Context: an optimization exercise on an open-source flow, tuned for a short achievable clock period and few clock cycles. The choices shown serve that exercise and are no tape-out recipe.
At most, simulation tests tie the RTL to the original design; equivalence was not proved.
The RTL of run 4 was laid out without a check of its function.
Power and IR drop assume default switching activity.

===== flow/design.v =====
`timescale 1ns/1ns
module bus_sampler (
  input  logic        pci_ext_clk,
  input  logic        pci_reset_comb,
  input  logic [31:0] ad_in,
  input  logic [3:0]  cbe_l,
  input  logic        frame_l,
  input  logic        irdy_l,
  output logic [31:0] ad_prev,
  output logic        frame_prev,
  output logic        irdy_prev,
  output logic [8:0]  par_part
);
  always_ff @(posedge pci_ext_clk or posedge pci_reset_comb)
  begin
    if (pci_reset_comb)
    begin
      frame_prev <= 1'b1;
      irdy_prev  <= 1'b1;
    end
    else
    begin
      frame_prev <= frame_l;
      irdy_prev  <= irdy_l;
    end
  end
  always_ff @(posedge pci_ext_clk)
  begin
    ad_prev    <= ad_in;
    for (int i = 0; i < 8; i++)
      par_part[i] <= ^ad_in[4*i +: 4];
    par_part[8] <= ^cbe_l;
  end
endmodule
`timescale 1ns/1ns
module target_control #(
  parameter logic [31:0] BAR_BASE = 32'h1000_0000,
  parameter int          MEM_AW   = 6
) (
  input  logic                  pci_ext_clk,
  input  logic                  pci_reset_comb,
  input  logic [31:0]           ad_in,
  input  logic [3:0]            cbe_l,
  input  logic                  frame_l,
  input  logic                  irdy_l,
  input  logic                  par_in,
  input  logic                  smp_frame_prev,
  input  logic                  smp_irdy_prev,
  input  logic [8:0]            smp_par_part,
  output logic [(1<<MEM_AW)-1:0] mem_sel,
  output logic [3:0]            mem_be,
  output logic                  rd_load,
  output logic                  rd_clear,
  output logic                  devsel_l,
  output logic                  trdy_l,
  output logic                  stop_l,
  output logic                  target_oe,
  output logic                  perr_l,
  output logic                  perr_oe
);
  localparam logic [3:0] MEM_READ  = 4'b0110;
  localparam logic [3:0] MEM_WRITE = 4'b0111;
  logic devsel_q;
  logic trdy_q;
  logic stop_q;
  logic perr_q;
  logic wr_q;
  logic xfer_q;
  logic tail_q;
  logic err_q;
  logic start;
  logic hit;
  logic claim;
  logic xfer;
  logic rd_first;
  assign start = ~frame_l & smp_frame_prev & smp_irdy_prev & ~target_oe;
  assign hit = (ad_in[31:MEM_AW+2] == BAR_BASE[31:MEM_AW+2]) &&
               (cbe_l[3:1] == MEM_READ[3:1]);
  assign claim = start & hit;
  assign xfer = ~irdy_l & trdy_q & ~xfer_q;
  assign rd_first = devsel_q & ~trdy_q & ~wr_q;
  assign rd_load  = rd_first;
  assign rd_clear = xfer_q;
  always_ff @(posedge pci_ext_clk or posedge pci_reset_comb)
  begin
    if (pci_reset_comb)
    begin
      devsel_q  <= 1'b0;
      trdy_q    <= 1'b0;
      stop_q    <= 1'b0;
      target_oe <= 1'b0;
      wr_q      <= 1'b0;
      xfer_q    <= 1'b0;
      tail_q    <= 1'b0;
      mem_be    <= '0;
    end
    else
    begin
      xfer_q <= xfer;
      tail_q <= xfer_q;
      mem_be <= {4{xfer & wr_q}} & ~cbe_l;
      if (claim)
      begin
        devsel_q  <= 1'b1;
        target_oe <= 1'b1;
        wr_q      <= cbe_l[0];
        trdy_q    <= cbe_l[0];
        stop_q    <= cbe_l[0];
      end
      else if (xfer_q)
      begin
        devsel_q <= 1'b0;
        trdy_q   <= 1'b0;
        stop_q   <= 1'b0;
      end
      else if (rd_first)
      begin
        trdy_q <= 1'b1;
        stop_q <= 1'b1;
      end
      if (tail_q)
        target_oe <= 1'b0;
    end
  end
  always_ff @(posedge pci_ext_clk)
  begin
    if (~devsel_q)
      for (int i = 0; i < (1 << MEM_AW); i++)
        mem_sel[i] <= ad_in[MEM_AW+1:2] == i;
  end
  assign devsel_l = ~devsel_q;
  assign trdy_l   = ~trdy_q;
  assign stop_l   = ~stop_q;
  always_ff @(posedge pci_ext_clk or posedge pci_reset_comb)
  begin
    if (pci_reset_comb)
    begin
      err_q  <= 1'b0;
      perr_q <= 1'b0;
    end
    else
    begin
      err_q  <= xfer_q & wr_q & (par_in ^ (^smp_par_part));
      perr_q <= err_q;
    end
  end
  assign perr_oe = perr_q;
  assign perr_l  = ~perr_q;
endmodule
`timescale 1ns/1ns
module ad_parity_driver (
  input  logic        pci_ext_clk,
  input  logic        pci_reset_comb,
  input  logic [31:0] rd_data,
  input  logic        rd_load,
  input  logic        rd_clear,
  input  logic [3:0]  cbe_l,
  output logic [31:0] ad_out,
  output logic        ad_oe,
  output logic        par_out,
  output logic        par_oe
);
  always_ff @(posedge pci_ext_clk or posedge pci_reset_comb)
  begin
    if (pci_reset_comb)
    begin
      ad_out <= '0;
      ad_oe  <= 1'b0;
      par_oe <= 1'b0;
    end
    else
    begin
      if (rd_clear)
      begin
        ad_out <= '0;
        ad_oe  <= 1'b0;
      end
      else if (rd_load)
      begin
        ad_out <= rd_data;
        ad_oe  <= 1'b1;
      end
      par_oe <= ad_oe;
    end
  end
  always_ff @(posedge pci_ext_clk)
  begin
    par_out <= (^ad_out) ^ (^cbe_l);
  end
endmodule
`timescale 1ns/1ns
module local_memory #(
  parameter int DEPTH = 64
) (
  input  logic             pci_ext_clk,
  input  logic [DEPTH-1:0] sel,
  input  logic [3:0]       wr_be,
  input  logic [31:0]      wr_dat,
  output logic [31:0]      rd_dat
);
  logic [31:0] words [0:DEPTH-1];
  for (genvar i = 0; i < DEPTH; i++)
  begin : g_word
    logic [31:0] word;
    for (genvar b = 0; b < 4; b++)
    begin : g_byte
      always_ff @(posedge pci_ext_clk)
      begin
        if (sel[i] & wr_be[b])
          word[8*b +: 8] <= wr_dat[8*b +: 8];
      end
    end
    assign words[i] = sel[i] ? word : '0;
  end
  always_comb
  begin
    rd_dat = '0;
    for (int i = 0; i < DEPTH; i++)
      rd_dat = rd_dat | words[i];
  end
endmodule
`timescale 1ns/1ns
module pci_target_top #(
  parameter logic [31:0] BAR_BASE = 32'h1000_0000,
  parameter int          MEM_AW   = 6
) (
  input  logic        pci_ext_clk,
  input  logic        pci_reset_comb,
  input  logic [31:0] ad_in,
  input  logic [3:0]  cbe_l,
  input  logic        frame_l,
  input  logic        irdy_l,
  input  logic        par_in,
  output logic [31:0] ad_out,
  output logic        ad_oe,
  output logic        par_out,
  output logic        par_oe,
  output logic        devsel_l,
  output logic        trdy_l,
  output logic        stop_l,
  output logic        target_oe,
  output logic        perr_l,
  output logic        perr_oe
);
  logic [31:0]       smp_ad_prev;
  logic              smp_frame_prev;
  logic              smp_irdy_prev;
  logic [8:0]        smp_par_part;
  logic [(1<<MEM_AW)-1:0] mem_sel;
  logic [3:0]        mem_be;
  logic [31:0]       mem_dat_r;
  logic              rd_load;
  logic              rd_clear;
  bus_sampler u_bus_sampler (
    .pci_ext_clk    (pci_ext_clk),
    .pci_reset_comb (pci_reset_comb),
    .ad_in          (ad_in),
    .cbe_l          (cbe_l),
    .frame_l        (frame_l),
    .irdy_l         (irdy_l),
    .ad_prev        (smp_ad_prev),
    .frame_prev     (smp_frame_prev),
    .irdy_prev      (smp_irdy_prev),
    .par_part       (smp_par_part)
  );
  target_control #(
    .BAR_BASE (BAR_BASE),
    .MEM_AW   (MEM_AW)
  ) u_target_control (
    .pci_ext_clk    (pci_ext_clk),
    .pci_reset_comb (pci_reset_comb),
    .ad_in          (ad_in),
    .cbe_l          (cbe_l),
    .frame_l        (frame_l),
    .irdy_l         (irdy_l),
    .par_in         (par_in),
    .smp_frame_prev (smp_frame_prev),
    .smp_irdy_prev  (smp_irdy_prev),
    .smp_par_part   (smp_par_part),
    .mem_sel        (mem_sel),
    .mem_be         (mem_be),
    .rd_load        (rd_load),
    .rd_clear       (rd_clear),
    .devsel_l       (devsel_l),
    .trdy_l         (trdy_l),
    .stop_l         (stop_l),
    .target_oe      (target_oe),
    .perr_l         (perr_l),
    .perr_oe        (perr_oe)
  );
  local_memory #(.DEPTH(1 << MEM_AW)) u_local_memory (
    .pci_ext_clk    (pci_ext_clk),
    .sel            (mem_sel),
    .wr_be          (mem_be),
    .wr_dat         (smp_ad_prev),
    .rd_dat         (mem_dat_r)
  );
  ad_parity_driver u_ad_parity_driver (
    .pci_ext_clk    (pci_ext_clk),
    .pci_reset_comb (pci_reset_comb),
    .rd_data        (mem_dat_r),
    .rd_load        (rd_load),
    .rd_clear       (rd_clear),
    .cbe_l          (cbe_l),
    .ad_out         (ad_out),
    .ad_oe          (ad_oe),
    .par_out        (par_out),
    .par_oe         (par_oe)
  );
endmodule

===== flow/run.sh =====
#!/bin/bash
# synth_recipe.tcl (not shown) runs the flow's synth.tcl, then flattens the netlist and writes it again
# the make line also repeats each setting of config.mk as NAME=value (left out here)
make -C /OpenROAD-flow-scripts/flow DESIGN_CONFIG=/design/flow/config.mk WORK_HOME=/design/flow/orfs CLKGATE_MAP_FILE= SYNTH_SCRIPT=/design/flow/synth_recipe.tcl finish

===== flow/config.mk =====
export PLATFORM = sky130hd
export DESIGN_NAME = pci_target_top
export DESIGN_NICKNAME = pci_target_top
export VERILOG_FILES = /design/flow/design.v
export SDC_FILE = /design/flow/constraint.sdc
export NUM_CORES = 4
export LEC_CHECK = 0
export ABC_CLOCK_PERIOD_IN_PS = 2200
export CAP_MARGIN = 20
export CORE_MARGIN = 2
export CORE_UTILIZATION = 45
export SETUP_SLACK_MARGIN = 3.3
export SLEW_MARGIN = 20

===== flow/constraint.sdc =====
create_clock -name core_clock -period 5.5 [get_ports {pci_ext_clk}]
set_input_delay 1.1000 -clock core_clock [delete_from_list [all_inputs] [get_ports {pci_ext_clk}]]
set_output_delay 1.1000 -clock core_clock [all_outputs]
set_load 0.01 [all_outputs]

==> results of run 1 <==
final timing paths:
path	start	end	slack [ns]	cells past startpoint
hold / removal	u_target_control.err_q	u_target_control.perr_q	0.38	0
min in group asynchronous	pci_reset_comb	u_target_control.perr_q	0.46	2
hold reg to reg	u_target_control.err_q	u_target_control.perr_q	0.38	0
max in group asynchronous	pci_reset_comb	u_ad_parity_driver.ad_out[4]	3.65	4
setup / recovery	u_ad_parity_driver.ad_out[15]	ad_out[15]	2.76	1
setup reg to reg	u_target_control.mem_sel[0]	u_ad_parity_driver.ad_out[20]	2.84	6
power breakdown:
part,internal [µW],switching [µW]
registers,18500,272
clock network,7790,6390
logic,1790,2740
layer usage:
| layer | wire length (µm) | up-vias | part of all wire |
|---|---|---|---|
| met5 | 51 | - | 0.00015 |
| met3 | 54000 | 985 | 0.16 |
| met4 | 23600 | 8 | 0.071 |
| met1 | 113000 | 26251 | 0.34 |
| met2 | 142000 | 5219 | 0.43 |
| li1 | - | 18738 | - |
metrics by stage:
| stage | util | hold slack (ns) | cell area (µm²) | power, µW | instances |
|---|---|---|---|---|---|
| after floorplan | - | 0.331 | 80800 | 20900 | 4176 |
| after global placement | 0.472 | 0.392 | 84200 | 22400 | 6480 |
| after detailed placement | 0.472 | 0.357 | 84200 | 22400 | 6480 |
| after CTS | 0.544 | 0.390 | 97100 | 37100 | 7144 |
| after global routing | 0.553 | 0.393 | 98600 | 38000 | 7205 |
| final | 0.553 | 0.380 | 98600 | 37500 | 7212 |
sequential cells by signal (all words and copies together) (netlist names), 4 cells and up:
name                        count
u_bus_sampler.ad_prev          32
u_bus_sampler.par_part          9
u_ad_parity_driver.ad_out      32
u_target_control.mem_be         4
u_target_control.mem_sel       64
u_local_memory.g_word.word   2048
placed cells by master (no fill, tap or decap), types with 17 or more instances in the layout:
cell,synthesis,layout
a22o_1,544,519
buf_12,0,89
dfxtp_2,0,32
clkbuf_16,0,218
clkinv_1,0,34
and2_2,0,83
buf_6,90,112
and3_1,65,65
clkbuf_1,111,72
buf_4,3,275
clkbuf_8,0,17
buf_16,0,25
or4_1,32,22
buf_8,0,23
ha_1,24,23
nand4_1,131,131
a221oi_4,0,69
edfxtp_1,2112,2112
clkinv_2,0,34
a22o_4,0,25
xnor2_1,40,37
a221oi_2,5,243
and2_1,256,171
clkdlybuf4s50_1,0,27
dfrtp_2,0,35
a221oi_1,507,200
inv_1,35,32
kinds of logic after synthesis:
logic type,after synthesis
compound gates,1061
xor+xnor,52
fa+ha+maj,24
buf+inv,338
flops,2202
mux,2
simple gates,497
final cells by class:
class	count	share of cell area
antenna	7	0.000178
tap	2355	0.0299
multi-input combinational	1636	0.166
clock buffer	302	0.0592
clock inverter	93	0.00774
timing repair buffer	582	0.0709
inverter	35	0.00143
sequential	2202	0.665
cell usage after synthesis:
library cell / n / area share
a21oi_1: 4 / 0.00025
a221oi_1: 507 / 0.055
a221oi_2: 5 / 0.00093
a22o_1: 544 / 0.059
and2_1: 256 / 0.020
and3_1: 65 / 0.0050
buf_1: 20 / 0.00093
buf_2: 79 / 0.0049
buf_4: 3 / 0.00028
buf_6: 90 / 0.013
clkbuf_1: 111 / 0.0052
dfrtp_1: 46 / 0.014
dfstp_2: 2 / 0.00065
dfxtp_1: 42 / 0.010
edfxtp_1: 2112 / 0.79
ha_1: 24 / 0.0037
inv_1: 35 / 0.0016
mux2_2: 2 / 0.00028
nand2_1: 2 / 0.000093
nand4_1: 131 / 0.010
nand4b_1: 2 / 0.00022
nor2_1: 7 / 0.00033
nor3_1: 1 / 0.000062
o21ai_0: 1 / 0.000062
or3_1: 1 / 0.000078
or4_1: 32 / 0.0030
xnor2_1: 40 / 0.0043
xnor3_1: 1 / 0.00028
xor2_1: 11 / 0.0012
timing repair:
action                                  CTS  global route
buffers inserted                        243            57
endpoints found under the setup margin  981           259
cloned                                   26             4
gates resized for setup                 889           158
pin swaps                               136            93
==> summary.txt, run 1 <==
Outcome: complete, no violations
Initial antenna violation count: 22
GRT busiest layer: met2
Placer Congestion: 0.933
Post-synthesis average cell area: 19.3 µm²
Achievable Freq: 365 MHz
Critical Path Sink Type: primary output
DR vias: 51201
Post-synthesis simple-gate area fraction: 0.0388
Footprint of the multi-input gates: 16400 µm²
Final TNS setup: 0 ns
FF+latch area: 65600 µm²
Max-slew violation count: 0
Worst-path cell chain: buf_6
Post-DR wirelength/cell: 46.1 µm
Hold Path Class: register to register
Kind of cell adding the most delay to the critical path: flip-flops
GRT Resource Usage Total: 0.359
Critical-path top delay cell: dfrtp_4
Met3 usage: 0.128
Post-synthesis mux area share: 0.000279
Final Cycle Share: 0.499
XOR/XNOR Fraction of Synth Area: 0.00581
Clock buffer depth: 3
P_leak: 0.0329 µW
Fin. Hold Viols: 0
Sequential-to-total area share from yosys stat: 0.811
Cell count after synthesis: 4176
Post-synthesis net count: 4241
Die area: 183000 µm²
Vias in the first global route: 47180
Layout cells sized above 1: 0.278
Worst EP required: 4.40 ns
Final antenna-violating net count: 0
Final setup viols: 0
Synth Area in Compound Gates: 0.115
Starting DRT DRC Count: 10516
Worst-margin pin slew: 1.08 ns
Fill cell count: 13431
Slew HR: 0.282
Port Buf Inserts: 81
Synth cell types: 29
P&R area growth vs syn: 22.1%
Overflow after GRT: 0
Post-layout min period: 2.74 ns
Row cnt: 155
HPWL Detailed: 184 mm
Die width: 428 µm
First-pass GRT wire length: 433 mm
RSZ-0062 raised after global routing: yes
Worst slack at placement: 2.25 ns
Vias/cell: 7.10
Met1 usage: 0.472
DR DRC count: 0
CTS Sinks: 2202
Routed WL: 332 mm
Die height: 428 µm
CTS tree: yes
Worst-path clk slew: 0.06 ns
Initial Utilization: 0.453
Max VDD drop: 286 µV
Max-cap violations: 0
Crit path max fanout: 2
Mapped Area: 80700 µm²
#FFs+latches synth: 2202
Final #Nets: 4731
CTS buffer count: 209
Clk latency of the worst-skew pair: 0.88 ns
CTS Root Cell: clkbuf_16
I/O Pins: 82
Met2 Usage GRT: 0.509
# hold bufs at CTS: 0
WP data arrival: 1.64 ns
Crit path launch type: register
Pin count of the biggest net entering global routing: 65
Post-Synth Adder-Cell Area: 0.00372
Synth Warn #: 5
Critical path buffers and inverters: 1
Crit-path max cell delay: 0.58 ns
Cell area power density: 381 nW/µm²
Drt first pass iters: 8
Largest family of logic cells by synthesized area: compound AO/OA/AOI/OAI gates
H-tree depth: 4
Final Worst Setup Slack: 2.76 ns
Critical path class: register to primary output
Clk_skew: 0.0395 ns
Core area: 178000 µm²
Testbench counts, summed over its fixed seeds: cycles 14,890.
==> run 2: changes to the inputs <==
--- a/flow/design.v
+++ b/flow/design.v
@@ -193,12 +193,17 @@
   parameter int DEPTH = 64
 ) (
   input  logic             pci_ext_clk,
-  input  logic [DEPTH-1:0] sel,
+  input  logic [DEPTH-1:0] wr_sel,
   input  logic [3:0]       wr_be,
   input  logic [31:0]      wr_dat,
+  input  logic [5:0]       rd_adr,
   output logic [31:0]      rd_dat
 );
   logic [31:0] words [0:DEPTH-1];
+  logic [15:0] hi_sel;
+  logic [31:0] cand   [0:3];
+  logic [31:0] cand_q [0:3];
+  logic [1:0]  lo_q;
   for (genvar i = 0; i < DEPTH; i++)
   begin : g_word
     logic [31:0] word;
@@ -206,18 +211,30 @@
     begin : g_byte
       always_ff @(posedge pci_ext_clk)
       begin
-        if (sel[i] & wr_be[b])
+        if (wr_sel[i] & wr_be[b])
           word[8*b +: 8] <= wr_dat[8*b +: 8];
       end
     end
-    assign words[i] = sel[i] ? word : '0;
+    assign words[i] = word;
   end
   always_comb
   begin
-    rd_dat = '0;
-    for (int i = 0; i < DEPTH; i++)
-      rd_dat = rd_dat | words[i];
+    for (int h = 0; h < 16; h++)
+      hi_sel[h] = rd_adr[5:2] == h;
+    for (int k = 0; k < 4; k++)
+    begin
+      cand[k] = '0;
+      for (int h = 0; h < 16; h++)
+        cand[k] = cand[k] | (hi_sel[h] ? words[4*h + k] : '0);
+    end
+  end
+  always_ff @(posedge pci_ext_clk)
+  begin
+    for (int k = 0; k < 4; k++)
+      cand_q[k] <= cand[k];
+    lo_q <= rd_adr[1:0];
   end
+  assign rd_dat = cand_q[lo_q];
 endmodule
 `timescale 1ns/1ns
 module pci_target_top #(
@@ -290,9 +307,10 @@
   );
   local_memory #(.DEPTH(1 << MEM_AW)) u_local_memory (
     .pci_ext_clk    (pci_ext_clk),
-    .sel            (mem_sel),
+    .wr_sel         (mem_sel),
     .wr_be          (mem_be),
     .wr_dat         (smp_ad_prev),
+    .rd_adr         (ad_in[MEM_AW+1:2]),
     .rd_dat         (mem_dat_r)
   );
   ad_parity_driver u_ad_parity_driver (
--- a/flow/config.mk
+++ b/flow/config.mk
@@ -5,9 +5,11 @@
 export SDC_FILE = /design/flow/constraint.sdc
 export NUM_CORES = 4
 export LEC_CHECK = 0
-export ABC_CLOCK_PERIOD_IN_PS = 2200
+export ABC_CLOCK_PERIOD_IN_PS = 1500
 export CAP_MARGIN = 20
 export CORE_MARGIN = 2
 export CORE_UTILIZATION = 45
+export CTS_CLUSTER_DIAMETER = 100
+export CTS_CLUSTER_SIZE = 30
 export SETUP_SLACK_MARGIN = 3.3
 export SLEW_MARGIN = 20
==> summary.txt, run 2 <==
#FFs+latches synth: 2330 (+5.8%)
Critical Path Sink Type: primary output
Crit path launch type: register
Clock buffer depth: 3 (unchanged)
Vias in the first global route: 46943 (-0.50%)
P_leak: 0.0309 µW (-6.0%)
HPWL Detailed: 153 mm (-17%)
Core area: 187000 µm² (+5.0%)
Kind of cell adding the most delay to the critical path: flip-flops
Port Buf Inserts: 81 (unchanged)
Max-slew violation count: 0 (unchanged)
H-tree depth: 3 (-1)
Final antenna-violating net count: 0 (unchanged)
GRT Resource Usage Total: 0.311 (-0.0473)
Die height: 438 µm (+2.3%)
DR DRC count: 0 (unchanged)
Vias/cell: 6.88 (-3.1%)
Post-synthesis average cell area: 17.8 µm² (-7.9%)
Area share of the largest cell type after synthesis: 0.749 (-0.0359)
First-pass GRT wire length: 407 mm (-6.1%)
WP data arrival: 1.39 ns (-0.25 ns)
Synth Warn #: 7 (+2)
Sequential-to-total area share from yosys stat: 0.804 (-0.00681)
EDFF count, synth: 2112 (unchanged)
Initial Utilization: 0.452 (-0.00103)
Final TNS setup: 0 ns (unchanged)
Max-cap violations: 0 (unchanged)
I/O Pins: 82 (unchanged)
Crit-path max cell delay: 0.47 ns (-0.11 ns)
Worst-margin pin slew: 0.968 ns (-0.109 ns)
Cell area power density: 330 nW/µm² (-13%)
Initial antenna violation count: 33 (+50%)
Top cells by count, synth: edfxtp_1 (2112), a22oi_1 (360), a222oi_1 (280)
Critical-path top delay cell: dfrtp_2
CTS tree: yes
Synth cell types: 51 (+76%)
Metal-1 WL: 111 mm (-1.5%)
Final Cycle Share: 0.454 (-0.0452)
Routed WL: 312 mm (-6.2%)
Fin. Hold Viols: 0 (unchanged)
Met2 WL post-DR: 139 mm (-2.3%)
Crit path max fanout: 2 (unchanged)
Worst-path clk slew: 0.11 ns (+0.05 ns)
Post-layout min period: 2.49 ns (-0.249 ns)
Synth area leaders: edfxtp_1 (75%), dfxtp_1 (4.0%), a222oi_1 (3.3%)
Drt first pass iters: 9 (+1)
Critical path class: register to primary output
Hold Path Class: register to register
Most frequent cells in the layout: edfxtp_1 (2112), a22oi_1 (341), a222oi_1 (280), and2_1 (256), a22o_1 (196)
Outcome: complete, no violations
DR vias: 52117 (+1.8%)
Final setup viols: 0 (unchanged)
Post-DR wirelength/cell: 41.2 µm (-11%)
Biggest regs: u_local_memory.g_word.word: 2048 flops, u_local_memory.cand_q: 128 flops, u_target_control.mem_sel: 64 flops
Post-synthesis net count: 4816 (+14%)
Post-synth top area cell: edfxtp_1
Worst EP required: 4.40 ns (about the same)
Die width: 438 µm (+2.3%)
Worst-path cell chain: buf_6
Commonest non-fill, non-tap cell in the layout: edfxtp_1
DR top layer: met5
# hold bufs at CTS: 0 (unchanged)
Final #Nets: 5028 (+6.3%)
Cell count after synthesis: 4751 (+14%)
Starting DRT DRC Count: 11370 (+8.1%)
Largest register by flop count: u_local_memory.g_word.word
Final core occ: 0.513 (-0.0394)
Overflow after GRT: 0 (unchanged)
Slew HR: 0.355 (+0.0729)
Critical path buffers and inverters: 1 (unchanged)
Synth Flop Type: edfxtp_1
CTS Root Cell: clkbuf_16
Die area: 192000 µm² (+4.7%)
Count leader, synth: edfxtp_1
Clk_skew: 0.0476 ns (+0.00811 ns)
CTS buffer count: 87 (-58%)
RSZ-0062 raised after global routing: yes
Placer Congestion: 0.842 (-9.8%)
Post-route cell area: 96200 µm² (-2.5%)
CTS Sinks: 2330 (+5.8%)
Mapped Area: 84600 µm² (+4.8%)
Max VDD drop: 246 µV (-14%)
Metal3 WL: 41.8 mm (-23%)
Achievable Freq: 401 MHz (+10%)
Hold_ws: 0.366 ns (-0.0140 ns)
Pin count of the biggest net entering global routing: 78 (+20%)
Row cnt: 159 (+2.6%)
P&R area growth vs syn: 13.7%
Layout cells sized above 1: 0.146 (-0.132)
Clk latency of the worst-skew pair: 0.79 ns (-0.09 ns)
Power, Total: 31700 µW (-15%)
Post-synth ARST share: 0.0206 (-0.00120)
Placed cell area: 88800 µm² (+5.5%)
Largest register FFs: 2048 (unchanged)
-- run 2: cell types whose count changed after synthesis, sizes merged, moves of 70 or more --
cell	previous run	this run
dfxtp	42	170
a22oi	0	360
nand4	131	35
o21ai	1	71
a21oi	4	97
clkbuf	111	196
a222oi	0	280
nor2	7	123
a22o	544	196
nand2	2	107
o22ai	0	125
a221oi	512	46
-- run 2: timing repair --
item,in CTS,in global routing
hold endpoints to repair,0,0
setup buffers,158,71
pin swaps,73,93
gates resized for setup,374,90
endpoints found under the setup margin,267,149
gates cloned,48,15
-- run 2: where the power goes --
group | internal [µW] | total, µW | switching (µW)
logic | 1390 | 3300 | 1910
clock network | 3130 | 8450 | 5330
registers | 19600 | 20000 | 447
total | 24100 | 31700 | 7680
-- run 2: path summary, 6_finish.rpt --
path	to	slack, ns	start	cells past startpoint
max	ad_out[23]	3.01	u_ad_parity_driver.ad_out[23]	1
min	u_target_control.perr_q	0.37	u_target_control.err_q	0
max reg2reg	u_target_control.trdy_q	3.27	u_target_control.devsel_q	5
min reg2reg	u_target_control.perr_q	0.37	u_target_control.err_q	0
max in group asynchronous	u_bus_sampler.frame_prev	4.29	pci_reset_comb	3
min in group asynchronous	u_ad_parity_driver.ad_out[3]	0.66	pci_reset_comb	2
-- run 2: cell families after synthesis --
logic type,count (synthesis),share of synthesized area
AOI/OAI and AO/OA,1241,0.116
xor gates and xnor gates,52,0.00554
adders and majority gates,24,0.00355
buffers and inverters,394,0.0191
DFF,2330,0.804
muxes,34,0.00878
and+or+nand+nor,676,0.0433
-- run 2: metrics by stage --
stage	cells	setup WS (ns)
2_1_floorplan	4751	2.83
3_3_place_gp	7075	1.25
3_5_place_dp	7076	1.21
4_1_cts	7441	2.97
5_1_grt	7535	2.95
6_report	7572	3.01
-- run 2: final cells by class --
cell class / instances / area, µm²
Antenna cell: 44 / 110
Clock buffer: 153 / 2470
Clock inverter: 6 / 48.8
Fill cell: 15049 / 91200
Inverter: 45 / 393
Multi-Input combinational cell: 2040 / 15700
Sequential cell: 2330 / 68100
Tap cell: 2495 / 3120
Timing Repair Buffer: 457 / 6240
Timing Repair inverter: 2 / 20.0
-- run 2: metal layers --
metal  GRT usage  vias up
li1            -    19989
met2       0.460     4381
met5           0        -
met3      0.0806      781
met4       0.169       20
met1       0.422    26946
Testbench counts of run 2, summed over its fixed seeds: cycles 14,890.
==> run 3: changes to the inputs <==
--- a/flow/config.mk
+++ b/flow/config.mk
@@ -10,6 +10,6 @@
 export CORE_MARGIN = 2
 export CORE_UTILIZATION = 45
 export CTS_CLUSTER_DIAMETER = 100
-export CTS_CLUSTER_SIZE = 30
+export CTS_CLUSTER_SIZE = 20
 export SETUP_SLACK_MARGIN = 3.3
 export SLEW_MARGIN = 20
==> summary.txt, run 3 <==
Final Cycle Share: 0.458 (+0.00391)
Fill cell count: 14959 (-0.60%)
DR vias: 52254 (+0.26%)
Cell count after synthesis: 4751 (unchanged)
Row cnt: 159 (unchanged)
Drt first pass iters: 7 (-2)
RSZ-0062 raised after global routing: yes
Crit. Startpoint: u_target_control.trdy_q
Post-synthesis mux area share: 0.00878 (unchanged)
Hold Path Class: register to register
Final setup viols: 0 (unchanged)
Most frequent cells in the layout: edfxtp_1 (2112), a22oi_1 (349), a222oi_1 (280), and2_1 (256), a22o_1 (196)
Worst EP required: 4.40 ns (about the same)
Final Worst Setup Slack: 2.98 ns (-0.0215 ns)
Placed cell area: 88800 µm² (unchanged)
H-tree depth: 4 (+1)
Max VDD drop: 402 µV (+63%)
Synth Area in Compound Gates: 0.116 (unchanged)
Worst-path clk slew: 0.08 ns (-0.03 ns)
Worst slack at placement: 1.21 ns (unchanged)
CTS Root Cell: clkbuf_16
P_leak: 0.0316 µW (+2.0%)
Starting DRT DRC Count: 11435 (+0.57%)
Final #Nets: 5068 (+0.80%)
#FFs+latches synth: 2330 (unchanged)
Post-synthesis average cell area: 17.8 µm² (unchanged)
First-pass GRT wire length: 408 mm (+0.14%)
Layout cells sized above 1: 0.150 (+0.00421)
Largest register by flop count: u_local_memory.g_word.word
Largest register FFs: 2048 (unchanged)
Max-slew violation count: 0 (unchanged)
DR DRC count: 0 (unchanged)
Pin count of the biggest net entering global routing: 71 (-9.0%)
Fin. Hold Viols: 0 (unchanged)
EDFF count, synth: 2112 (unchanged)
Total internal power: 25800 µW (+7.0%)
Synth area leaders: edfxtp_1 (75%), dfxtp_1 (4.0%), a222oi_1 (3.3%)
Overflow after GRT: 0 (unchanged)
Synth Warn #: 7 (unchanged)
Die area: 192000 µm² (unchanged)
Critical path class: register to primary output
XOR/XNOR Fraction of Synth Area: 0.00554 (unchanged)
Final antenna-violating net count: 0 (unchanged)
Cell area power density: 347 nW/µm² (+5.3%)
Biggest regs: u_local_memory.g_word.word: 2048 flops, u_local_memory.cand_q: 128 flops, u_target_control.mem_sel: 64 flops
Post-DR wirelength/cell: 41.1 µm (-0.30%)
Reg2reg start: u_target_control.devsel_q
P&R area growth vs syn: 15.1%
Post-Synth Adder-Cell Area: 0.00355 (unchanged)
Post-route cell area: 97400 µm² (+1.2%)
Slew HR: 0.358 (+0.00303)
Initial Utilization: 0.452 (unchanged)
CTS Sinks: 2330 (unchanged)
Sequential-to-total area share from yosys stat: 0.804 (unchanged)
Comb pwr share: 0.097 (-0.007)
CTS tree: yes
Vias/cell: 6.85 (-0.45%)
Flop pwr share: 0.591 (-0.039)
Outcome: complete, no violations
Routed WL: 313 mm (+0.41%)
Max-cap violations: 0 (unchanged)
Post-synthesis simple-gate area fraction: 0.0433 (unchanged)
Clock buffer depth: 3 (unchanged)
Worst-margin pin slew: 0.963 ns (-0.00455 ns)
R2r setup slk: 3.28 ns (about the same)
Top cells by count, synth: edfxtp_1 (2112), a22oi_1 (360), a222oi_1 (280)
Clk_skew: 0.0378 ns (-0.00975 ns)
Final TNS setup: 0 ns (unchanged)
WP data arrival: 1.42 ns (+0.03 ns)
HPWL Detailed: 153 mm (unchanged)
Placer Congestion: 0.842 (unchanged)
Final core occ: 0.520 (+0.00633)
Post-layout min period: 2.52 ns (+0.0215 ns)
Synth Flop Type: edfxtp_1
Mapped Area: 84600 µm² (unchanged)
# hold bufs at CTS: 0 (unchanged)
Post-synth top area cell: edfxtp_1
Post-synth ARST share: 0.0206 (unchanged)
Switch share: 0.238 (-0.00345)
Core area: 187000 µm² (unchanged)
Synth cell types: 51 (unchanged)
Clk latency of the worst-skew pair: 0.83 ns (+0.04 ns)
Post-synthesis net count: 4816 (unchanged)
Area share of the largest cell type after synthesis: 0.749 (unchanged)
Initial antenna violation count: 34 (+3.0%)
Clk pwr share: 0.311 (+0.045)
NetSw: 8070 µW (+5.0%)
Count leader, synth: edfxtp_1
Crit path max fanout: 3 (+1)
I/O Pins: 82 (unchanged)
GRT Resource Usage Total: 0.312 (+0.000618)
Vias in the first global route: 47258 (+0.67%)
CTS buffer count: 134 (+54%)
Critical Path Sink Type: primary output
Port Buf Inserts: 81 (unchanged)
Commonest non-fill, non-tap cell in the layout: edfxtp_1
Die width: 438 µm (unchanged)
Largest family of logic cells by synthesized area: compound AO/OA/AOI/OAI gates
Crit path launch type: register
Achievable Freq: 397 MHz (-0.85%)
HP Start: u_target_control.err_q
Die height: 438 µm (unchanged)
[run 3: per-layer routing]
layer | global-route usage | share of wire | up-vias
li1 | - | - | 20099
met1 | 0.421 | 0.36 | 27025
met2 | 0.464 | 0.45 | 4377
met3 | 0.0873 | 0.14 | 721
met4 | 0.159 | 0.061 | 32
met5 | 0 | 0.00069 | -
[run 3: cell families (layout without fill, tap and decap cells)]
| group | after synthesis | in the layout |
|---|---|---|
| multiplexers | 34 | 34 |
| adder cells (fa/ha/maj) | 24 | 24 |
| flip-flops | 2330 | 2330 |
| other | 0 | 26 |
| AND/OR/NAND/NOR | 676 | 690 |
| AO/OA/AOI/OAI | 1241 | 1241 |
| XOR/XNOR | 52 | 52 |
| buffers and inverters | 394 | 734 |
[run 3: area by class of cell]
class	instances	area [µm²]	share of cell area
sequential	2330	68100	0.700
multi-input combinational	2041	15700	0.161
timing repair buffer	450	6150	0.0632
clock buffer	235	3880	0.0399
tap	2495	3120	0.0321
inverter	45	353	0.00362
antenna	26	65.1	0.000668
clock inverter	3	28.8	0.000296
timing repair inverter	1	8.76	0.0000899
[run 3: path summary, 6_finish.rpt]
check,cells after the start,endpoint
max in group asynchronous,3,u_bus_sampler.frame_prev
min in group asynchronous,2,u_ad_parity_driver.ad_out[6]
min reg2reg,0,u_target_control.perr_q
max,2,trdy_l
min,0,u_target_control.perr_q
max reg2reg,5,u_target_control.trdy_q
[run 3: timing repair]
| action | 4_1_cts | 5_1_grt |
|---|---|---|
| resized for setup | 343 | 114 |
| pin swaps | 74 | 112 |
| endpoints found under the setup margin | 261 | 225 |
| gates cloned | 44 | 20 |
| setup buffers | 149 | 72 |
[run 3: power by group through the flow]
stage               clock (µW)  combinational, µW  sequential, µW
finish                   10500               3300           20000
detailed placement           0               2550           20400
CTS                      10500               3060           20000
floorplan                    0               1430           20200
global route             11100               3400           20000
global placement             0               2520           20400
[run 3: through the flow]
step	cells	total power [µW]	hold WS (ns)
after floorplan	4751	21700	0.331
after global placement	7075	22900	0.341
after detailed placement	7076	23000	0.344
after CTS	7507	33500	0.362
after global routing	7607	34500	0.368
final	7626	33800	0.360
[run 3: critical path: stages, from the launching register on]
cell	delay, ns
dfrtp_1	0.40
inv_2	0.10
buf_6	0.11
==> run 4: changes to the inputs <==
--- a/flow/design.v
+++ b/flow/design.v
@@ -160,6 +160,12 @@
   output logic        par_out,
   output logic        par_oe
 );
+  logic        ad_par;
+  always_ff @(posedge pci_ext_clk)
+  begin
+    if (rd_load)
+      ad_par <= ^rd_data;
+  end
   always_ff @(posedge pci_ext_clk or posedge pci_reset_comb)
   begin
     if (pci_reset_comb)
@@ -185,7 +191,7 @@
   end
   always_ff @(posedge pci_ext_clk)
   begin
-    par_out <= (^ad_out) ^ (^cbe_l);
+    par_out <= ad_par ^ (^cbe_l);
   end
 endmodule
 `timescale 1ns/1ns
--- a/flow/config.mk
+++ b/flow/config.mk
@@ -8,8 +8,8 @@
 export ABC_CLOCK_PERIOD_IN_PS = 1500
 export CAP_MARGIN = 20
 export CORE_MARGIN = 2
-export CORE_UTILIZATION = 45
-export CTS_CLUSTER_DIAMETER = 100
-export CTS_CLUSTER_SIZE = 20
+export CORE_UTILIZATION = 50
+export CTS_CLUSTER_DIAMETER = 60
+export CTS_CLUSTER_SIZE = 25
 export SETUP_SLACK_MARGIN = 3.3
 export SLEW_MARGIN = 20
==> summary.txt, run 4 <==
Outcome: complete, no violations
Initial antenna violation count: 28 (-18%)
Crit path launch type: register
Fin. Hold Viols: 0 (unchanged)
Overflow after GRT: 0 (unchanged)
Final Cycle Share: 0.475 (+0.0175)
Vias/cell: 6.85 (about the same)
Die width: 413 µm (-5.6%)
CTS Sinks: 2331 (+0.043%)
Row cnt: 150 (-5.7%)
Cell area power density: 356 nW/µm² (+2.6%)
Final setup viols: 0 (unchanged)
Port Buf Inserts: 81 (unchanged)
Post-synthesis average cell area: 18.1 µm² (+1.5%)
Power, Total: 34400 µW (+1.6%)
Worst-path clk slew: 0.09 ns (about the same)
CTS tree: yes
Routed WL: 289 mm (-7.6%)
R2r setup slk: 2.89 ns (-0.39 ns)
Synth area leaders: edfxtp_1 (76%), dfxtp_1 (4.1%), a22oi_1 (3.7%)
Final antenna-violating net count: 0 (unchanged)
Achievable Freq: 383 MHz (-3.7%)
Initial Utilization: 0.502 (+0.0503)
DR vias: 49946 (-4.4%)
Reg2reg start: u_bus_sampler.ad_prev[3]
Reg2Reg Capture Point: u_ad_parity_driver.ad_par
Top cells by count, synth: edfxtp_1 (2113), a22oi_1 (417), and2_1 (272)
Largest register FFs: 2048 (unchanged)
Mapped Area: 83600 µm² (-1.2%)
Vias in the first global route: 45638 (-3.4%)
Critical Path End: u_ad_parity_driver.ad_par
P&R area growth vs syn: 15.3%
Largest register by flop count: u_local_memory.g_word.word
WP data arrival: 3.19 ns (+1.77 ns)
Core area: 167000 µm² (-11%)
Worst EP required: 6.08 ns (+1.68 ns)
Drt first pass iters: 8 (+1)
Met2 WL post-DR: 130 mm (-6.7%)
Layout cells sized above 1: 0.185 (+0.0348)
Most frequent cells in the layout: edfxtp_1 (2113), a22oi_1 (411), and2_1 (256), buf_4 (234), a222oi_1 (215)
DR top layer: met5
Synth Flop Type: edfxtp_1
Post-synth ARST share: 0.0206 (about the same)
Pin count of the biggest net entering global routing: 79 (+11%)
EDFF count, synth: 2113 (+0.047%)
Final #Nets: 4989 (-1.6%)
Post-synthesis net count: 4690 (-2.6%)
Synth Warn #: 7 (unchanged)
I/O Pins: 82 (unchanged)
Area share of the largest cell type after synthesis: 0.759 (+0.00917)
GRT Resource Usage Total: 0.329 (+0.0176)
Clk latency of the worst-skew pair: 0.84 ns (about the same)
Final TNS setup: 0 ns (unchanged)
Hold Path Class: register to register
Worst hold path depth: 0 (unchanged)
Metal3 WL: 41.0 mm (-4.2%)
Max VDD drop: 288 µV (-28%)
P_leak: 0.0322 µW (+2.0%)
Starting DRT DRC Count: 10416 (-8.9%)
First-pass GRT wire length: 383 mm (-6.1%)
#FFs+latches synth: 2331 (+0.043%)
Placer Congestion: 0.840 (-0.25%)
DR DRC count: 0 (unchanged)
Max-cap violations: 0 (unchanged)
RSZ-0062 raised after global routing: yes
Max-slew violation count: 0 (unchanged)
Post-synth top area cell: edfxtp_1
Slew HR: 0.299 (-0.0588)
Crit. Startpoint: u_bus_sampler.ad_prev[3]
Critical Path Sink Type: register
Count leader, synth: edfxtp_1
Die area: 171000 µm² (-11%)
Clk_skew: 0.0367 ns (-0.00113 ns)
Worst-margin pin slew: 1.05 ns (+0.0882 ns)
# hold bufs at CTS: 0 (unchanged)
Commonest non-fill, non-tap cell in the layout: edfxtp_1
Synth cell types: 34 (-33%)
Die height: 413 µm (-5.6%)
DP Cell Count: 6735 (-4.8%)
CTS buffer count: 140 (+4.5%)
Post-layout min period: 2.61 ns (+0.0960 ns)
Final non-filler cell total: 7288 (-4.4%)
Sequential-to-total area share from yosys stat: 0.814 (+0.00981)
Critical path class: register to register
Biggest regs: u_local_memory.g_word.word: 2048 flops, u_local_memory.cand_q: 128 flops, u_target_control.mem_sel: 64 flops
Crit path max fanout: 6 (+3)
Post-DR wirelength/cell: 39.7 µm (-3.4%)
CTS Root Cell: clkbuf_16
R2R depth: 7 (+2)
Clock buffer depth: 3 (unchanged)
H-tree depth: 4 (unchanged)
Metal-1 WL: 106 mm (-5.2%)
HPWL Detailed: 154 mm (+0.58%)
Cell count after synthesis: 4625 (-2.7%)
-- run 4: cell count changes after synthesis, sizes merged, moves of 32 or more --
| cell | before | now |
|---|---|---|
| clkbuf | 196 | 262 |
| buf | 153 | 48 |
| o21ai | 71 | 7 |
| inv | 41 | 142 |
| nand4 | 35 | 67 |
| nor2 | 123 | 6 |
| a222oi | 280 | 215 |
| a21oi | 97 | 141 |
| nand3 | 24 | 171 |
| a22oi | 360 | 417 |
| o22ai | 125 | 0 |
| nand2 | 107 | 68 |
| a221oi | 46 | 129 |
-- run 4: cell families after synthesis --
| logic type | count (synthesis) | synth area share |
|---|---|---|
| and+or+nand+nor | 654 | 0.0442 |
| adders and majority gates | 24 | 0.00359 |
| muxes | 34 | 0.00889 |
| DFF | 2331 | 0.814 |
| buffers and inverters | 452 | 0.0209 |
| AOI/OAI and AO/OA | 1077 | 0.103 |
| xor gates and xnor gates | 53 | 0.00564 |
-- run 4: cell type report --
| class | instances | area [µm²] |
|---|---|---|
| fillers | 12433 | 70200 |
| flip-flops and latches | 2331 | 68100 |
| multi-input cells | 1863 | 15000 |
| repair buffers | 446 | 4970 |
| clock buffers | 165 | 3850 |
| well taps | 2204 | 2760 |
| clock inverters | 96 | 1060 |
| inverters | 142 | 624 |
| diodes | 41 | 103 |
-- run 4: timing repair --
action                     CTS  global route
setup endpoints to repair  254           137
gates cloned                24            15
pin swaps                   57           108
buffers inserted           142            70
resized for setup          295           132
-- run 4: worst max-delay path: stages (launching register included) --
cell and delay (ns):
dfxtp_4 0.51, buf_12 0.18, mux4_2 0.70, xnor2_4 0.32, xnor2_2 0.11, xnor2_2 0.27, xnor2_1 0.18, xnor2_1 0.08
-- run 4: where the power goes --
part / switching, µW / leakage, µW / internal [µW]
Clock: 6280 / 0.00237 / 5650
Sequential: 398 / 0.0213 / 19600
Combinational: 1480 / 0.00855 / 1010
Total: 8150 / 0.0322 / 26200
-- run 4: worst min-delay path by stage --
stage | startpoint | slack (ns) | end
final | u_target_control.err_q | 0.36 | u_target_control.perr_q
after global routing | u_target_control.err_q | 0.37 | u_target_control.perr_q
after CTS | u_target_control.err_q | 0.36 | u_target_control.perr_q
after detailed placement | u_target_control.err_q | 0.34 | u_target_control.perr_q
after global placement | u_target_control.err_q | 0.34 | u_target_control.perr_q
after floorplan | u_target_control.err_q | 0.33 | u_target_control.perr_q
-- run 4: stage by stage --
step / hold slack (ns) / area (µm²) / worst slack (ns) / util
3_3_place_gp: 0.336 / 88000 / 1.10 / 0.528
5_1_grt: 0.374 / 96400 / 2.85 / 0.578
3_5_place_dp: 0.339 / 88100 / 1.07 / 0.528
4_1_cts: 0.358 / 94800 / 2.90 / 0.569
6_report: 0.356 / 96500 / 2.89 / 0.579
2_1_floorplan: 0.331 / 84800 / 2.98 / -
-- run 4: metal layers --
layer  vias to the layer above  GRT usage
met5                         -    0.00509
met4                        20      0.131
met3                       568     0.0971
met2                      3968      0.494
met1                     25841      0.455
li1                      19549          -
==> run 5: changes to the inputs <==
--- a/flow/design.v
+++ b/flow/design.v
@@ -128,9 +128,35 @@
       for (int i = 0; i < (1 << MEM_AW); i++)
         mem_sel[i] <= ad_in[MEM_AW+1:2] == i;
   end
-  assign devsel_l = ~devsel_q;
-  assign trdy_l   = ~trdy_q;
-  assign stop_l   = ~stop_q;
+  always_ff @(posedge pci_ext_clk or posedge pci_reset_comb)
+  begin
+    if (pci_reset_comb)
+    begin
+      devsel_l <= 1'b1;
+      trdy_l   <= 1'b1;
+      stop_l   <= 1'b1;
+    end
+    else
+    begin
+      if (claim)
+      begin
+        devsel_l <= 1'b0;
+        trdy_l   <= ~cbe_l[0];
+        stop_l   <= ~cbe_l[0];
+      end
+      else if (xfer_q)
+      begin
+        devsel_l <= 1'b1;
+        trdy_l   <= 1'b1;
+        stop_l   <= 1'b1;
+      end
+      else if (rd_first)
+      begin
+        trdy_l <= 1'b0;
+        stop_l <= 1'b0;
+      end
+    end
+  end
   always_ff @(posedge pci_ext_clk or posedge pci_reset_comb)
   begin
     if (pci_reset_comb)
@@ -160,12 +186,6 @@
   output logic        par_out,
   output logic        par_oe
 );
-  logic        ad_par;
-  always_ff @(posedge pci_ext_clk)
-  begin
-    if (rd_load)
-      ad_par <= ^rd_data;
-  end
   always_ff @(posedge pci_ext_clk or posedge pci_reset_comb)
   begin
     if (pci_reset_comb)
@@ -191,7 +211,7 @@
   end
   always_ff @(posedge pci_ext_clk)
   begin
-    par_out <= ad_par ^ (^cbe_l);
+    par_out <= (^ad_out) ^ (^cbe_l);
   end
 endmodule
 `timescale 1ns/1ns
--- a/flow/config.mk
+++ b/flow/config.mk
@@ -8,8 +8,8 @@
 export ABC_CLOCK_PERIOD_IN_PS = 1500
 export CAP_MARGIN = 20
 export CORE_MARGIN = 2
-export CORE_UTILIZATION = 50
-export CTS_CLUSTER_DIAMETER = 60
-export CTS_CLUSTER_SIZE = 25
+export CORE_UTILIZATION = 45
+export CTS_CLUSTER_DIAMETER = 100
+export CTS_CLUSTER_SIZE = 30
 export SETUP_SLACK_MARGIN = 3.3
 export SLEW_MARGIN = 20
==> summary.txt, run 5 <==
Outcome: complete, no violations
Vias/cell: 6.80 (-0.72%)
Row cnt: 159 (+6.0%)
Worst-margin pin slew: 1.05 ns (-0.00152 ns)
Port Buf Inserts: 81 (unchanged)
Worst-path clk slew: 0.11 ns (+0.02 ns)
Final non-filler cell total: 7486 (+2.7%)
Cell count after synthesis: 4629 (+0.086%)
Total internal power: 23400 µW (-11%)
Clock buffer depth: 3 (unchanged)
GRT Resource Usage Total: 0.296 (-0.0339)
CTS tree: yes
Cell area power density: 316 nW/µm² (-11%)
DR top layer: met5
EDFF count, synth: 2112 (-0.047%)
CTS buffer count: 87 (-38%)
Commonest non-fill, non-tap cell in the layout: edfxtp_1
Final TNS setup: 0 ns (unchanged)
Top cells by count, synth: edfxtp_1 (2112), a22oi_1 (351), a22o_1 (309)
Layout cells sized above 1: 0.167 (-0.0180)
Max VDD drop: 224 µV (-22%)
Critical Path Sink Type: primary output
Synth Flop Type: edfxtp_1
Post-synthesis average cell area: 18.3 µm² (+1.2%)
Pin count of the biggest net entering global routing: 97 (+23%)
CTS Sinks: 2332 (+0.043%)
NetSw: 7030 µW (-14%)
Max-cap violations: 0 (unchanged)
Crit path launch type: register
Metal3 WL: 38.4 mm (-6.3%)
Post-synth ARST share: 0.0214 (+0.000849)
Die height: 438 µm (+6.0%)
RSZ-0062 raised after global routing: yes
Largest register by flop count: u_local_memory.g_word.word
Post-DR wirelength/cell: 40.2 µm (+1.2%)
Routed WL: 301 mm (+4.0%)
DR vias: 50931 (+2.0%)
Worst EP required: 4.40 ns (-1.68 ns)
Hold Path Class: register to register
First-pass GRT wire length: 390 mm (+2.0%)
Initial antenna violation count: 51 (+82%)
Synth area leaders: edfxtp_1 (75%), dfxtp_1 (4.0%), a22o_1 (3.2%)
Switch share: 0.231 (-0.00636)
Critical path buffers and inverters: 1 (unchanged)
Max-slew violation count: 0 (unchanged)
Placer Congestion: 0.852 (+1.4%)
Clk_skew: 0.0383 ns (+0.00157 ns)
Critical path class: register to primary output
Flop pwr share: 0.651 (+0.070)
Post-layout min period: 2.54 ns (-0.0708 ns)
Starting DRT DRC Count: 9392 (-9.8%)
Metal-1 WL: 109 mm (+3.1%)
Mapped Area: 84700 µm² (+1.3%)
Area share of the largest cell type after synthesis: 0.749 (-0.0101)
Worst-path cell chain: buf_6
# hold bufs at CTS: 0 (unchanged)
Count leader, synth: edfxtp_1
Vias in the first global route: 45996 (+0.78%)
Final setup viols: 0 (unchanged)
P&R area growth vs syn: 13.9%
Most frequent cells in the layout: edfxtp_1 (2112), a22o_1 (309), a22oi_1 (295), and2_1 (256), a222oi_1 (233)
Final Cycle Share: 0.462 (-0.0129)
Synth cell types: 56 (+65%)
WP data arrival: 1.44 ns (-1.75 ns)
Crit-path max cell delay: 0.57 ns (-0.13 ns)
Met2 WL post-DR: 138 mm (+6.3%)
P_leak: 0.0310 µW (-3.6%)
Die width: 438 µm (+6.0%)
Kind of cell adding the most delay to the critical path: flip-flops
Core area: 187000 µm² (+12%)
Achievable Freq: 393 MHz (+2.8%)
Die area: 192000 µm² (+12%)
Drt first pass iters: 9 (+1)
#FFs+latches synth: 2332 (+0.043%)
Synth Warn #: 7 (unchanged)
Critical-path top delay cell: dfstp_2
Fin. Hold Viols: 0 (unchanged)
Largest register FFs: 2048 (unchanged)
Post-synthesis net count: 4694 (+0.085%)
Crit path max fanout: 3 (-3)
Overflow after GRT: 0 (unchanged)
I/O Pins: 82 (unchanged)
Slew HR: 0.300 (+0.00101)
Post-synth top area cell: edfxtp_1
H-tree depth: 3 (-1)
DR DRC count: 0 (unchanged)
DP Cell Count: 6985 (+3.7%)
Final core occ: 0.515 (-0.0636)
Biggest regs: u_local_memory.g_word.word: 2048 flops, u_local_memory.cand_q: 128 flops, u_target_control.mem_sel: 64 flops
Clk pwr share: 0.274 (-0.073)
Initial Utilization: 0.452 (-0.0498)
CTS Root Cell: clkbuf_16
Final #Nets: 4917 (-1.4%)
Sequential-to-total area share from yosys stat: 0.804 (-0.0102)
HPWL Detailed: 156 mm (+1.4%)
Comb pwr share: 0.075 (+0.003)
Clk latency of the worst-skew pair: 0.78 ns (-0.06 ns)
Final antenna-violating net count: 0 (unchanged)
-- run 5: cell types whose count changed in the layout (fill, tap and decap cells not counted), moves of 40 or more --
| cell | previous run | this run |
|---|---|---|
| nand3_1 | 168 | 19 |
| a22oi_1 | 411 | 295 |
| nor2_1 | 6 | 67 |
| inv_1 | 123 | 34 |
| o22ai_1 | 0 | 88 |
| a22oi_2 | 6 | 56 |
| clkbuf_1 | 10 | 68 |
| a221oi_1 | 71 | 31 |
| a21oi_1 | 98 | 36 |
| nand2_1 | 68 | 22 |
| a22o_1 | 168 | 309 |
| clkbuf_16 | 162 | 108 |
-- run 5: final timing paths --
path,start,to,slack [ns],cells after the start
max reg2reg,u_bus_sampler.ad_prev[3],u_ad_parity_driver.ad_out[5],3.32,3
max,u_target_control.trdy_l,trdy_l,2.96,1
min,u_target_control.err_q,u_target_control.perr_q,0.36,0
min in group asynchronous,pci_reset_comb,u_ad_parity_driver.ad_out[31],0.84,3
max in group asynchronous,pci_reset_comb,u_target_control.mem_be[2],4.11,3
min reg2reg,u_target_control.err_q,u_target_control.perr_q,0.36,0
-- run 5: power by group through the flow --
stage / sequential [µW] / clock, µW / combinational, µW
final: 19800 / 8360 / 2290
after global routing: 19800 / 8870 / 2340
after CTS: 19800 / 8330 / 2030
after detailed placement: 20200 / 0 / 1750
after global placement: 20200 / 0 / 1720
after floorplan: 20100 / 0 / 1040
-- run 5: metal layers --
metal  vias to the layer above  GRT usage
met5                         -          0
met4                        38      0.130
met3                       651     0.0699
met2                      3873      0.458
met1                     26605      0.399
li1                      19764          -
-- run 5: cells by family (layout without fill, tap and decap cells) --
kind of cell             Yosys count  after routing  share of synthesized area
AO/OA/AOI/OAI                   1259           1259                      0.123
buffers and inverters            389            670                     0.0194
flip-flops                      2332           2332                      0.804
adder cells (fa/ha/maj)           24             24                    0.00354
AND/OR/NAND/NOR                  541            552                     0.0369
multiplexers                      32             32                    0.00851
XOR/XNOR                          52             52                    0.00554
other                              0             70                          0
-- run 5: what timing repair did --
item                       in CTS  in global routing
gates resized for setup       309                173
setup buffers                 140                 77
cloned                         33                 22
setup endpoints to repair     257                154
pin swaps                      52                135
-- run 5: layout make-up --
class                      count  area, µm²
inverter                      47        284
sequential                  2332      68200
tap                         2495       3120
antenna                       70        175
timing repair buffer         464       6000
clock inverter                 1       8.76
fill                       14944      90900
clock buffer                 157       2480
timing repair inverter         1       8.76
multi-input combinational   1919      16300
-- run 5: stage by stage --
stage / area [µm²] / hold WS, ns / setup WS, ns / total power (µW)
after global routing: 96400 / 0.369 / 2.93 / 31000
after floorplan: 86800 / 0.331 / 3.04 / 21100
after detailed placement: 89400 / 0.335 / 1.10 / 22000
after global placement: 89400 / 0.339 / 1.15 / 22000
final: 96500 / 0.361 / 2.96 / 30500
after CTS: 94400 / 0.361 / 2.92 / 30200
Testbench counts of run 5, summed over its fixed seeds: cycles 14,890.

==> static timing again, ports no longer ideal <==
The results above use ideal ports. As a check the final layouts listed here were re-extracted and re-timed, cells and wires unchanged. Step 1 sets driving cells, clkbuf_16 on the clock port and buf_2 on the other inputs (assumed; they add their load-dependent delay and slew). Step 2, shift: input delay + t, output delay - t, t = (earliest + latest rising clock arrival at the registers) / 2. This alone moves slack from input paths to output paths. a / b / c = ideal / step 1 / step 2; a / b = the first two.
run | shift t [ns] | setup slack, ns | clock arrival spread, ns | pins driven straight from the clock port
run 1 | 0.945 | 2.757 / 2.677 / 2.463 | 0.042 / 0.042 | 1
run 2 | 0.853 | 3.005 / 2.923 / 2.278 | 0.048 / 0.049 | 1
run 3 | 0.891 | 2.984 / 2.899 / 2.198 | 0.041 / 0.040 | 1
run 4 | 0.907 | 2.888 / 2.888 / 2.288 | 0.041 / 0.041 | 1
run 5 | 0.857 | 2.958 / 2.868 / 2.331 | 0.042 / 0.042 | 1
After both steps every run listed still meets setup and hold. The setup slack of run 3, which loses most, moves by -0.085 ns with the drivers and by -0.786 ns with both steps.
